Source: an optimization exercise on an open RTL-to-GDS flow (aim: small area, a short achievable clock period and few clock cycles per item). Production flows keep margins and buffers that such runs may drop.
Function was not checked in any run shown here: the RTL went through the layout flow alone.

==> flow/design.v (outline; a module is shown in full before it is edited, if it fits) <==
// module hammersley_point_generator: 6896 lines
module hammersley_point_generator #(
  parameter int INDEX_BITS    = 20,
  parameter int FRACTION_BITS = 32
) (
  input  logic                             clk,
  input  logic                             rst_n,
  input  logic                             cfg_valid,
  output logic                             cfg_ready,
  input  logic [hpg_pkg::LENGTH_BITS-1:0]  cfg_sequence_length,
  input  logic                             in_valid,
  output logic                             in_ready,
  input  logic [INDEX_BITS-1:0]            in_sample_index,
  output logic                             out_valid,
  input  logic                             out_ready,
  output logic [hpg_pkg::COORD_BITS-1:0]   out_regular_coord,
  output logic [hpg_pkg::COORD_BITS-1:0]   out_radix2_coord,
  output logic [hpg_pkg::COORD_BITS-1:0]   out_radix3_coord,
  output logic [hpg_pkg::COORD_BITS-1:0]   out_radix5_coord,
  output logic                             out_index_out_of_range
);
  // ...
==> flow/run.sh <==
#!/bin/bash
# synth_recipe.tcl (not shown) runs the flow's synth.tcl, then flattens the netlist and writes it again
# the make line also repeats each setting of config.mk as NAME=value (left out here)
make -C /OpenROAD-flow-scripts/flow DESIGN_CONFIG=/design/flow/config.mk WORK_HOME=/design/flow/orfs CLKGATE_MAP_FILE= SYNTH_SCRIPT=/design/flow/synth_recipe.tcl finish
==> flow/config.mk <==
export PLATFORM = sky130hd
export DESIGN_NAME = hammersley_point_generator
export DESIGN_NICKNAME = hammersley_point_generator
export VERILOG_FILES = /design/flow/design.v
export SDC_FILE = /design/flow/constraint.sdc
export NUM_CORES = 4
export LEC_CHECK = 0
export ABC_CLOCK_PERIOD_IN_PS = 2500
export CAP_MARGIN = 20
export CORE_MARGIN = 2
export CORE_UTILIZATION = 55
export SETUP_SLACK_MARGIN = 5
export SLEW_MARGIN = 20
==> flow/constraint.sdc <==
create_clock -name core_clock -period 8.0 [get_ports {clk}]
set_input_delay 1.6000 -clock core_clock [delete_from_list [all_inputs] [get_ports {clk}]]
set_output_delay 1.6000 -clock core_clock [all_outputs]
set_load 0.01 [all_outputs]
==> results_dict.tcl, run 1 <==
set metrics [dict create \
    post-route-util_pct 68.3 \
    drive_gt1_share_pct 28.1 \
    biggestCellCategory "multi-input combinational cells" \
    antenna_found_initial 18 \
    critPathMaxFanout 7 \
    syn_area_per_cell_um2 9.63 \
    multi_input_area_share_pct 52.6 \
    crit_top_cell "a21oi_4" \
    die_h_um 450 \
    syn_inst 11400 \
    layout_common_cells "inv_1 (1,305), dfxtp_1 (1,286), fa_1 (895)" \
    gp_congestion 0.945 \
    yosys_warnings 1 \
    path_clk_slew_ns 0.06 \
    slowest_delay_ns 0.51 \
    dpl_worst_slack_ns 3.35 \
    period_needed_ns 3.48 \
    status "finished clean" \
    dr.first_iter.drc_count 9006 \
    synth-edff-count 204 \
    synth_area_um2 110000 \
    design.core.area_um2 198000 \
    cp_data_required_time_ns 8.59 \
    num-nonclk-buffers 1162 \
    synthMuxAreaShare_pct 6.80 \
    area_delta_synth_final_pct 23.2 \
    hold_violations 0 \
    setup_viol_count_final 0 \
    synthXorXnorAreaFrac_pct 2.77 \
    critPathLaunchType "flop" \
    wirelength_um 333000 \
    yosys.area.top_type "dfxtp_1" \
    bufAreaShareNonClock_pct 8.18 \
    clk_latency_ns 0.88 \
    fin_cells 14800 \
    grt_pass1_vias 85400 \
    slew_viol_final 0 \
    n_all_inverters 1394 \
    hold_path.class "reg -> reg" \
    grt-ovfl-total 0 \
]
==> run 2, diff against run 1 <==
--- a/flow/design.v
+++ b/flow/design.v
@@ -30,3 +30,3 @@
   localparam int KS       = 7;
-  localparam int PH_ALLOW = 19;
+  localparam int PH_ALLOW = 18;
   logic [20:0] len_r;
@@ -47,3 +47,5 @@
   logic [32:0] rp33;
+  logic [21:0] dn_p2;
   assign len_eff = (len_r == 21'd0) ? 21'd1 : len_r;
+  assign dn_p2   = (dn_r == 22'h100000) ? 22'h200000 : dn_r;
   always_comb begin
@@ -74,3 +76,3 @@
       end else if (ph_r != 5'd0) begin
-        ph_r <= (ph_r == 5'd20) ? 5'd0 : ph_r + 5'd1;
+        ph_r <= (ph_r == 5'd19) ? 5'd0 : ph_r + 5'd1;
       end
@@ -78,3 +80,3 @@
       if (ph_r == 5'd2 && dn_r == 22'h100000) s_r <= s_r + 5'd1;
-      if (ph_r >= 5'd4 && ph_r <= 5'd19) begin
+      if (ph_r >= 5'd3 && ph_r <= 5'd18) begin
         if (!t3[24])      rp_r <= {rp_r[29:0], 2'd3};
@@ -84,3 +86,3 @@
       end
-      if (ph_r == 5'd20) begin
+      if (ph_r == 5'd19) begin
         r3_r <= {2'b0, rp33} + {1'b0, rp33, 1'b0};
@@ -94,8 +96,8 @@
     if (ph_r == 5'd1) dn_r <= 22'({1'b0, len_eff} << lz);
-    if (ph_r == 5'd2 && dn_r == 22'h100000) dn_r <= 22'h200000;
-    if (ph_r == 5'd3) begin
-      dn3_r <= {2'b0, dn_r} + {1'b0, dn_r, 1'b0};
-      rem_r <= 22'h200000 - dn_r;
+    if (ph_r == 5'd2) begin
+      dn_r  <= dn_p2;
+      dn3_r <= {2'b0, dn_p2} + {1'b0, dn_p2, 1'b0};
+      rem_r <= 22'h200000 - dn_p2;
     end
-    if (ph_r >= 5'd4 && ph_r <= 5'd19) begin
+    if (ph_r >= 5'd3 && ph_r <= 5'd18) begin
       if (!t3[24])      rem_r <= t3[21:0];
@@ -156,3 +158,3 @@
     if (cfg_valid) ph_n = 5'd1;
-    else if (ph_r == 5'd0 || ph_r == 5'd20) ph_n = 5'd0;
+    else if (ph_r == 5'd0 || ph_r == 5'd19) ph_n = 5'd0;
     else ph_n = ph_r + 5'd1;
@@ -373,4 +375,2 @@
   logic p203_5;
-  logic p203_6;
-  logic p203_7;
   logic p204_4;
@@ -458,3 +458,3 @@
   logic p436_5;
-  logic p443_6;
+  logic p440_6;
   logic p447_5;
@@ -506,4 +506,2 @@
   logic p641_5;
-  logic p641_6;
-  logic p641_7;
   logic p644_5;
@@ -544,3 +542,2 @@
   logic p774_5;
-  logic p779_6;
   logic p780_6;
@@ -549,3 +546,4 @@
   logic p793_5;
-  logic p796_6;
+  logic p798_6;
+  logic p799_6;
   logic p804_7;
@@ -619,6 +617,6 @@
   logic p1042_5;
+  logic p1043_5;
   logic p1048_6;
+  logic p1052_5;
   logic p1053_5;
-  logic p1054_5;
-  logic p1055_5;
   logic p1060_5;
@@ -658,2 +656,3 @@
   logic p1117_7;
+  logic p1118_7;
   logic p1119_7;
@@ -683,2 +682,4 @@
   logic p1137_7;
+  logic p1139_6;
+  logic p1139_7;
   logic p1147_7;
@@ -686,5 +687,6 @@
   logic p1149_7;
-  logic p1161_7;
   logic p1169_6;
   logic p1169_7;
+  logic p1175_6;
+  logic p1175_7;
   logic p1181_7;
@@ -1052,3 +1054,2 @@
   logic p2237_7;
-  logic p2238_7;
   logic p2239_7;
@@ -1059,2 +1060,3 @@
   logic p2275_7;
+  logic p2279_7;
   logic p2281_7;
@@ -1121,3 +1123,2 @@
   logic p3180_1;
-  logic p3184_2;
   logic p3195_1;
@@ -1126,3 +1127,2 @@
   logic p3198_1;
-  logic p3201_2;
   logic p3213_1;
@@ -1221,2 +1221,4 @@
   logic p3540_2;
+  logic p3541_2;
+  logic p3542_2;
   logic p3543_2;
@@ -1465,2 +1467,3 @@
   logic p4315_4;
+  logic p4319_5;
   logic p4323_6;
@@ -1481,3 +1484,2 @@
   logic p4349_5;
-  logic p4350_5;
   logic p4359_7;
@@ -1760,3 +1762,3 @@
   wire n441 = ((p398_5 & n409) | (p398_5 & n438) | (n409 & n438));
-  wire n443 = ((n417 & n421) | (n417 & n440) | (n421 & n440));
+  wire n443 = ((p417_6 & p421_6) | (p417_6 & p440_6) | (p421_6 & p440_6));
   wire n444 = (p203_4 ^ p272_4 ^ p300_4);
@@ -1775,3 +1777,3 @@
   wire n457 = ((p418_6 & p419_6) | (p418_6 & p454_6) | (p419_6 & p454_6));
-  wire n459 = ((n433 & p443_6) | (n433 & n456) | (p443_6 & n456));
+  wire n459 = ((n433 & n443) | (n433 & n456) | (n443 & n456));
   wire n460 = ~(p204_4 ^ p271_4);
@@ -2113,6 +2115,6 @@
   wire n797 = ((n430 & p792_5) | (n430 & n794) | (p792_5 & n794));
-  wire n798 = (p431_6 ^ p779_6 ^ p796_6);
-  wire n799 = ((p431_6 & p779_6) | (p431_6 & p796_6) | (p779_6 & p796_6));
-  wire n800 = (p417_6 ^ p781_6 ^ n798);
-  wire n801 = ((p417_6 & p781_6) | (p417_6 & n798) | (p781_6 & n798));
+  wire n798 = (n431 ^ n779 ^ n796);
+  wire n799 = ((n431 & n779) | (n431 & n796) | (n779 & n796));
+  wire n800 = (p417_6 ^ p781_6 ^ p798_6);
+  wire n801 = ((p417_6 & p781_6) | (p417_6 & p798_6) | (p781_6 & p798_6));
   wire n802 = (p419_6 ^ n783 ^ n800);
@@ -2133,4 +2135,4 @@
   wire n817 = ((n431 & n797) | (n431 & n814) | (n797 & n814));
-  wire n818 = (p418_6 ^ n799 ^ p816_6);
-  wire n819 = ((p418_6 & n799) | (p418_6 & p816_6) | (n799 & p816_6));
+  wire n818 = (p418_6 ^ p799_6 ^ p816_6);
+  wire n819 = ((p418_6 & p799_6) | (p418_6 & p816_6) | (p799_6 & p816_6));
   wire n820 = (n801 ^ n803 ^ n818);
@@ -2369,6 +2371,6 @@
   wire n1053 = ((n351 & n1041) | (n351 & n1050) | (n1041 & n1050));
-  wire n1054 = (n371 ^ n1043 ^ n1052);
-  wire n1055 = ((n371 & n1043) | (n371 & n1052) | (n1043 & n1052));
-  wire n1056 = (n1045 ^ n1047 ^ p1054_5);
-  wire n1057 = ((n1045 & n1047) | (n1045 & p1054_5) | (n1047 & p1054_5));
+  wire n1054 = (p371_5 ^ p1043_5 ^ p1052_5);
+  wire n1055 = ((p371_5 & p1043_5) | (p371_5 & p1052_5) | (p1043_5 & p1052_5));
+  wire n1056 = (n1045 ^ n1047 ^ n1054);
+  wire n1057 = ((n1045 & n1047) | (n1045 & n1054) | (n1047 & n1054));
   wire n1058 = (p300_4 ^ n491 ^ n506);
@@ -2377,4 +2379,4 @@
   wire n1061 = ((n350 & n1051) | (n350 & n1058) | (n1051 & n1058));
-  wire n1062 = (p1053_5 ^ p1055_5 ^ p1060_5);
-  wire n1063 = ((p1053_5 & p1055_5) | (p1053_5 & p1060_5) | (p1055_5 & p1060_5));
+  wire n1062 = (p1053_5 ^ n1055 ^ p1060_5);
+  wire n1063 = ((p1053_5 & n1055) | (p1053_5 & p1060_5) | (n1055 & p1060_5));
   wire n1064 = (n507 ^ n524 ^ n1059);
@@ -2452,4 +2454,4 @@
   wire n1137 = (p640_5 ^ p1085_5);
-  wire n1138 = ((p203_7 & p641_7));
-  wire n1139 = (p203_7 ^ p641_7);
+  wire n1138 = ((p203_5 & p641_5));
+  wire n1139 = (p203_5 ^ p641_5);
   wire n1142 = ((n1090) | (n1088 & n1091));
@@ -2473,3 +2475,3 @@
   wire n1160 = ((p912_7 & p1115_7));
-  wire n1161 = ((n1118) | (n1116 & n1119));
+  wire n1161 = ((p1118_7) | (p1116_7 & p1119_7));
   wire n1162 = ((p1117_7 & p1119_7));
@@ -2487,4 +2489,4 @@
   wire n1174 = ((p1082_7 & p1084_7));
-  wire n1175 = ((n1138) | (p1136_7 & n1139));
-  wire n1176 = ((p1137_7 & n1139));
+  wire n1175 = ((n1138) | (n1136 & n1139));
+  wire n1176 = ((p1137_7 & p1139_7));
   wire n1181 = ((n1092) | (n1142 & n1144));
@@ -2507,3 +2509,3 @@
   wire n1202 = ((p1117_7 & n1160));
-  wire n1203 = ((p1161_7) | (n1159 & n1162));
+  wire n1203 = ((n1161) | (n1159 & n1162));
   wire n1204 = ((n1160 & n1162));
@@ -2609,3 +2611,3 @@
   wire n1352 = ((p1137_7 & n1318));
-  wire n1353 = ((n1175) | (n1176 & n1317));
+  wire n1353 = ((p1175_7) | (n1176 & n1317));
   wire n1354 = ((n1176 & n1318));
@@ -2659,3 +2661,3 @@
   wire n1424 = (p1137_7 ^ n1387);
-  wire n1425 = (n1139 ^ n1389);
+  wire n1425 = (p1139_7 ^ n1389);
   wire n1426 = (p204_7 ^ n1391);
@@ -3500,3 +3502,3 @@
   wire n2278 = ((p2237_7 & p2239_7));
-  wire n2279 = ((p2238_7 & p2239_7));
+  wire n2279 = ((n2238 & n2239));
   wire n2281 = ((n2240 & n2242));
@@ -3528,3 +3530,3 @@
   wire n2314 = ((p2270_6 & n2273));
-  wire n2319 = ((p2275_7 & n2279));
+  wire n2319 = ((p2275_7 & p2279_7));
   wire n2320 = ((p1907_7 & p2241_7));
@@ -4667,4 +4669,4 @@
   wire n3540 = (n3166 ^ n3183);
-  wire n3541 = ((p3184_2 & p3201_2));
-  wire n3542 = (p3184_2 ^ p3201_2);
+  wire n3541 = ((n3184 & n3201));
+  wire n3542 = (n3184 ^ n3201);
   wire n3543 = ((n3202 & n3219));
@@ -4714,4 +4716,4 @@
   wire n3590 = ((n3536 & n3538));
-  wire n3591 = ((n3541) | (p3539_2 & n3542));
-  wire n3592 = ((p3540_2 & n3542));
+  wire n3591 = ((p3541_2) | (p3539_2 & p3542_2));
+  wire n3592 = ((p3540_2 & p3542_2));
   wire n3593 = ((n3545) | (p3543_2 & n3546));
@@ -4887,3 +4889,3 @@
   wire n3860 = (p3540_2 ^ n3782);
-  wire n3861 = (n3542 ^ n3784);
+  wire n3861 = (p3542_2 ^ n3784);
   wire n3862 = (p3544_2 ^ n3786);
@@ -5329,3 +5331,3 @@
   wire n4349 = ~n4318;
-  wire n4350 = ~n4319;
+  wire n4350 = ~p4319_5;
   wire n4351 = ~n4320;
@@ -5351,3 +5353,3 @@
   wire n4382 = ((k_r[10] & p4349_5) | (k_r[10] & p4380_5) | (p4349_5 & p4380_5));
-  wire n4384 = ((k_r[11] & p4350_5) | (k_r[11] & n4382) | (p4350_5 & n4382));
+  wire n4384 = ((k_r[11] & n4350) | (k_r[11] & n4382) | (n4350 & n4382));
   wire n4386 = ((k_r[12] & n4351) | (k_r[12] & n4384) | (n4351 & n4384));
@@ -5788,4 +5790,2 @@
     p203_5 <= p203_4;
-    p203_6 <= p203_5;
-    p203_7 <= p203_6;
     p204_4 <= n204;
@@ -5873,3 +5873,3 @@
     p436_5 <= n436;
-    p443_6 <= n443;
+    p440_6 <= n440;
     p447_5 <= n447;
@@ -5921,4 +5921,2 @@
     p641_5 <= n641;
-    p641_6 <= p641_5;
-    p641_7 <= p641_6;
     p644_5 <= n644;
@@ -5959,3 +5957,2 @@
     p774_5 <= n774;
-    p779_6 <= n779;
     p780_6 <= n780;
@@ -5964,3 +5961,4 @@
     p793_5 <= n793;
-    p796_6 <= n796;
+    p798_6 <= n798;
+    p799_6 <= n799;
     p804_7 <= n804;
@@ -6034,6 +6032,6 @@
     p1042_5 <= n1042;
+    p1043_5 <= n1043;
     p1048_6 <= n1048;
+    p1052_5 <= n1052;
     p1053_5 <= n1053;
-    p1054_5 <= n1054;
-    p1055_5 <= n1055;
     p1060_5 <= n1060;
@@ -6073,2 +6071,3 @@
     p1117_7 <= n1117;
+    p1118_7 <= n1118;
     p1119_7 <= n1119;
@@ -6098,2 +6097,4 @@
     p1137_7 <= p1137_6;
+    p1139_6 <= n1139;
+    p1139_7 <= p1139_6;
     p1147_7 <= n1147;
@@ -6101,5 +6102,6 @@
     p1149_7 <= n1149;
-    p1161_7 <= n1161;
     p1169_6 <= n1169;
     p1169_7 <= p1169_6;
+    p1175_6 <= n1175;
+    p1175_7 <= p1175_6;
     p1181_7 <= n1181;
@@ -6467,3 +6469,2 @@
     p2237_7 <= n2237;
-    p2238_7 <= n2238;
     p2239_7 <= n2239;
@@ -6474,2 +6475,3 @@
     p2275_7 <= n2275;
+    p2279_7 <= n2279;
     p2281_7 <= n2281;
@@ -6536,3 +6538,2 @@
     p3180_1 <= n3180;
-    p3184_2 <= n3184;
     p3195_1 <= n3195;
@@ -6541,3 +6542,2 @@
     p3198_1 <= n3198;
-    p3201_2 <= n3201;
     p3213_1 <= n3213;
@@ -6636,2 +6636,4 @@
     p3540_2 <= n3540;
+    p3541_2 <= n3541;
+    p3542_2 <= n3542;
     p3543_2 <= n3543;
@@ -6880,2 +6882,3 @@
     p4315_4 <= n4315;
+    p4319_5 <= n4319;
     p4323_6 <= n4323;
@@ -6896,3 +6899,2 @@
     p4349_5 <= n4349;
-    p4350_5 <= n4350;
     p4359_7 <= n4359;
--- a/flow/config.mk
+++ b/flow/config.mk
@@ -11,3 +11,4 @@
 export CORE_UTILIZATION = 55
-export SETUP_SLACK_MARGIN = 5
+export CTS_BUF_LIST = sky130_fd_sc_hd__clkbuf_4 sky130_fd_sc_hd__clkbuf_8
+export SETUP_SLACK_MARGIN = 4.7
 export SLEW_MARGIN = 20
==> results_dict.tcl, run 2 <==
set metrics [dict create \
    worstMarginPinSlew_ns 1.09 \
    yosys_warnings 1 \
    status "finished clean" \
    cts.sinks 1755 \
    remaining_drc_errors 0 \
    synth_flop_cell "dfxtp_1" \
    fin_skew_ns 0.0896 \
    critPathLaunchType "flop" \
    yosysMostFrequentCell "dfxtp_1" \
    viasPerCell 5.89 \
    cts_tree "built" \
    firstDrtPassIters 7 \
    period_share_pct 53.8 \
    setup-tns-final_ns 0 \
    r2r_cells 22 \
    dpl_worst_slack_ns 3.15 \
    ant_nets 0 \
    final_common_cell "dfxtp_1" \
    wirelength_um 317000 \
    synth_top_area_share_pct 27.8 \
    ys_top_cells_by_area "dfxtp_1 (28%), fa_1 (17%), edfxtp_1 (6.2%)" \
    port_buffers 165 \
    grt_max_degree 112 \
    cts_made_buffers 313 \
    die_x_um 451 \
    r2r_end "dn3_r[23]" \
    ys_types 100 \
    setup_ws_ns 3.70 \
    pin_count 178 \
    setup.worst_path.start "dn_r[2]" \
    drive_gt1_share_pct 21.1 \
    routedWlPerCell_um 21.6 \
    start_util_pct 55.2 \
    rows 164 \
    hold-path-endpoint "p148_4" \
    largest-register "r3_r" \
    arrival_ns 5.10 \
    hold_path.class "reg -> reg" \
    hpwl_um 215000 \
    path_clk_slew_ns 0.06 \
    post-route-util_pct 64.0 \
    synth-seq-area-share_pct 34.0 \
    grt_pass1_wl_um 477000 \
    vias 86300 \
    max_slew_margin_pct 26.8 \
    hold_violations 0 \
    rr_startpoint "dn_r[2]" \
    clk_latency_ns 1.08 \
    largest_reg_flops 35 \
    yosys.area.top_type "dfxtp_1" \
    crit_path_end_kind "flop" \
    max_cap_viol_count 0 \
    die_area_um2 203000 \
    antenna_found_initial 9 \
    period_needed_ns 4.30 \
    rrSetupSlack_ns 3.70 \
    area_delta_synth_final_pct 16.1 \
    ys_ff_latch 1755 \
    fmax_mhz 232 \
    gp_congestion 0.916 \
    setup_viol_count_final 0 \
    yosys-top-cells-count "dfxtp_1 (1,529), inv_1 (1,390), fa_1 (961)" \
    syn_inst 11400 \
    cts_max_level 5 \
    rsz0062_at_grt "yes" \
    layout_common_cells "dfxtp_1 (1,389), inv_1 (1,359), fa_1 (958)" \
    track_usage_pct 29.6 \
    design.core.area_um2 199000 \
    synth-edff-count 226 \
    clockBufferDepth 4 \
    die_h_um 451 \
    synthArstFlopShare_pct 0 \
    holdPathStages 0 \
    crit_type "reg -> reg" \
    cp_data_required_time_ns 8.80 \
    slew_viol_final 0 \
    grt_pass1_vias 83300 \
    grt-ovfl-total 0 \
    synth_area_um2 110000 \
    critPathMaxFanout 3 \
    cts_root_buffer "clkbuf_8" \
    dr.first_iter.drc_count 8125 \
    syn_area_per_cell_um2 9.63 \
    fin_nets 13100 \
    min-delay-start "p148_3" \
    cts_hold_buf 0 \
]
## run 2: cell types whose count changed after synthesis, sizes merged, moves of 17 or more
cell    delta
nand2     +28
nand3     -17
buf       -24
edfxtp    +22
dfxtp     -22
clkbuf    +64
nor2b     -18
xnor2     +22
## run 2: metal layers
metal	global-route usage [%]	share of wire, %	up-vias
li1	-	-	39700
met1	43.4	45	42000
met2	42.7	42	3824
met3	6.54	9.0	824
met4	10.8	3.9	2
met5	0	0.0035	-
## run 2: area by class of cell
class | count | area [um2]
Clock inverter | 77 | 752
Fill cell | 16400 | 71600
Antenna cell | 6 | 15.0
Sequential cell | 1755 | 37700
Timing Repair Buffer | 743 | 6740
Tap cell | 2656 | 3320
Inverter | 1391 | 5280
Clock buffer | 471 | 6010
Multi-Input combinational cell | 7554 | 67800
## run 2: repair_timing
item / 4_1_cts / 5_1_grt
pin swaps: 114 / 184
cloned: 16 / 33
resized for setup: 948 / 539
setup buffers: 180 / 237
endpoints found under the setup margin: 508 / 250
## run 2: kinds of logic after synthesis
kind of cell	count (synthesis)	synth area share, %
AO/OA/AOI/OAI	2695	16.7
XOR/XNOR	373	2.97
adder cells (fa/ha/maj)	1304	21.3
buffers and inverters	2138	7.40
flip-flops	1755	34.0
multiplexers	682	6.92
other	2	0.00683
AND/OR/NAND/NOR	2472	10.7
## run 2: per-stage QoR
step,std cells,hold WS (ns),instance area [um2]
4_1_cts,14400,0.279,123000
3_3_place_gp,13600,0.310,113000
6_report,14700,0.270,128000
2_1_floorplan,11400,0.310,110000
3_5_place_dp,13600,0.312,113000
5_1_grt,14600,0.274,128000
## run 2: how the worst max path moves through the flow
stage / end / slack [ns] / cells after the start
final: dn3_r[23] / 3.70 / 22
after detailed placement: dn3_r[23] / 3.15 / 22
after global placement: dn3_r[23] / 3.19 / 22
after CTS: dn3_r[23] / 3.78 / 22
after floorplan: dn3_r[23] / 3.79 / 23
after global routing: dn3_r[23] / 3.56 / 22
## run 2: worst max-delay path: stages, from the launching register on
cell      delay (ns)
edfxtp_1        0.39
or4_4           0.57
nor4_4          0.21
nand3_2         0.15
nor2_4          0.14
nand3_4         0.12
nand2_8         0.12
inv_4           0.04
ha_4            0.15
inv_2           0.05
fa_2            0.20
nor2b_1         0.05
o21ai_1         0.16
a21boi_1        0.13
o21ai_2         0.19
a21boi_2        0.09
o21bai_1        0.20
a21boi_1        0.11
o21ai_2         0.23
a211oi_2        0.13
o31ai_1         0.30
nand2_1         0.12
a21o_1          0.17

[what the ideal ports hide]
No port has a modelled driver above. Below, the same layouts with a new extraction and two added sets of constraints.
Step 1: set_driving_cell puts a clkbuf_16 on clk and a buf_2 on each other input, an assumption about the parent block.
Step 2 also shifts input and output timing later by t, the mid clock arrival at the registers, as if the neighbouring blocks saw the same clock.
a / b / c = ideal / step 1 / step 2; a / b = the first two.
run | t (ns) | setup WS [ns] | worst hold slack (ns) | slew at the worst register clock pin (ns)
run 1 | 0.934 | 4.522 / 4.522 / 4.261 | 0.302 / 0.302 / 0.302 | 0.07 / 0.07
run 2 | 1.116 | 3.697 / 3.697 / 3.697 | 0.270 / 0.270 / 0.270 | 0.08 / 0.08
After both steps setup and hold are still met in every run listed. The setup slack of run 1, which loses most, moves by 0.000 ns with the drivers and by -0.261 ns with both steps.
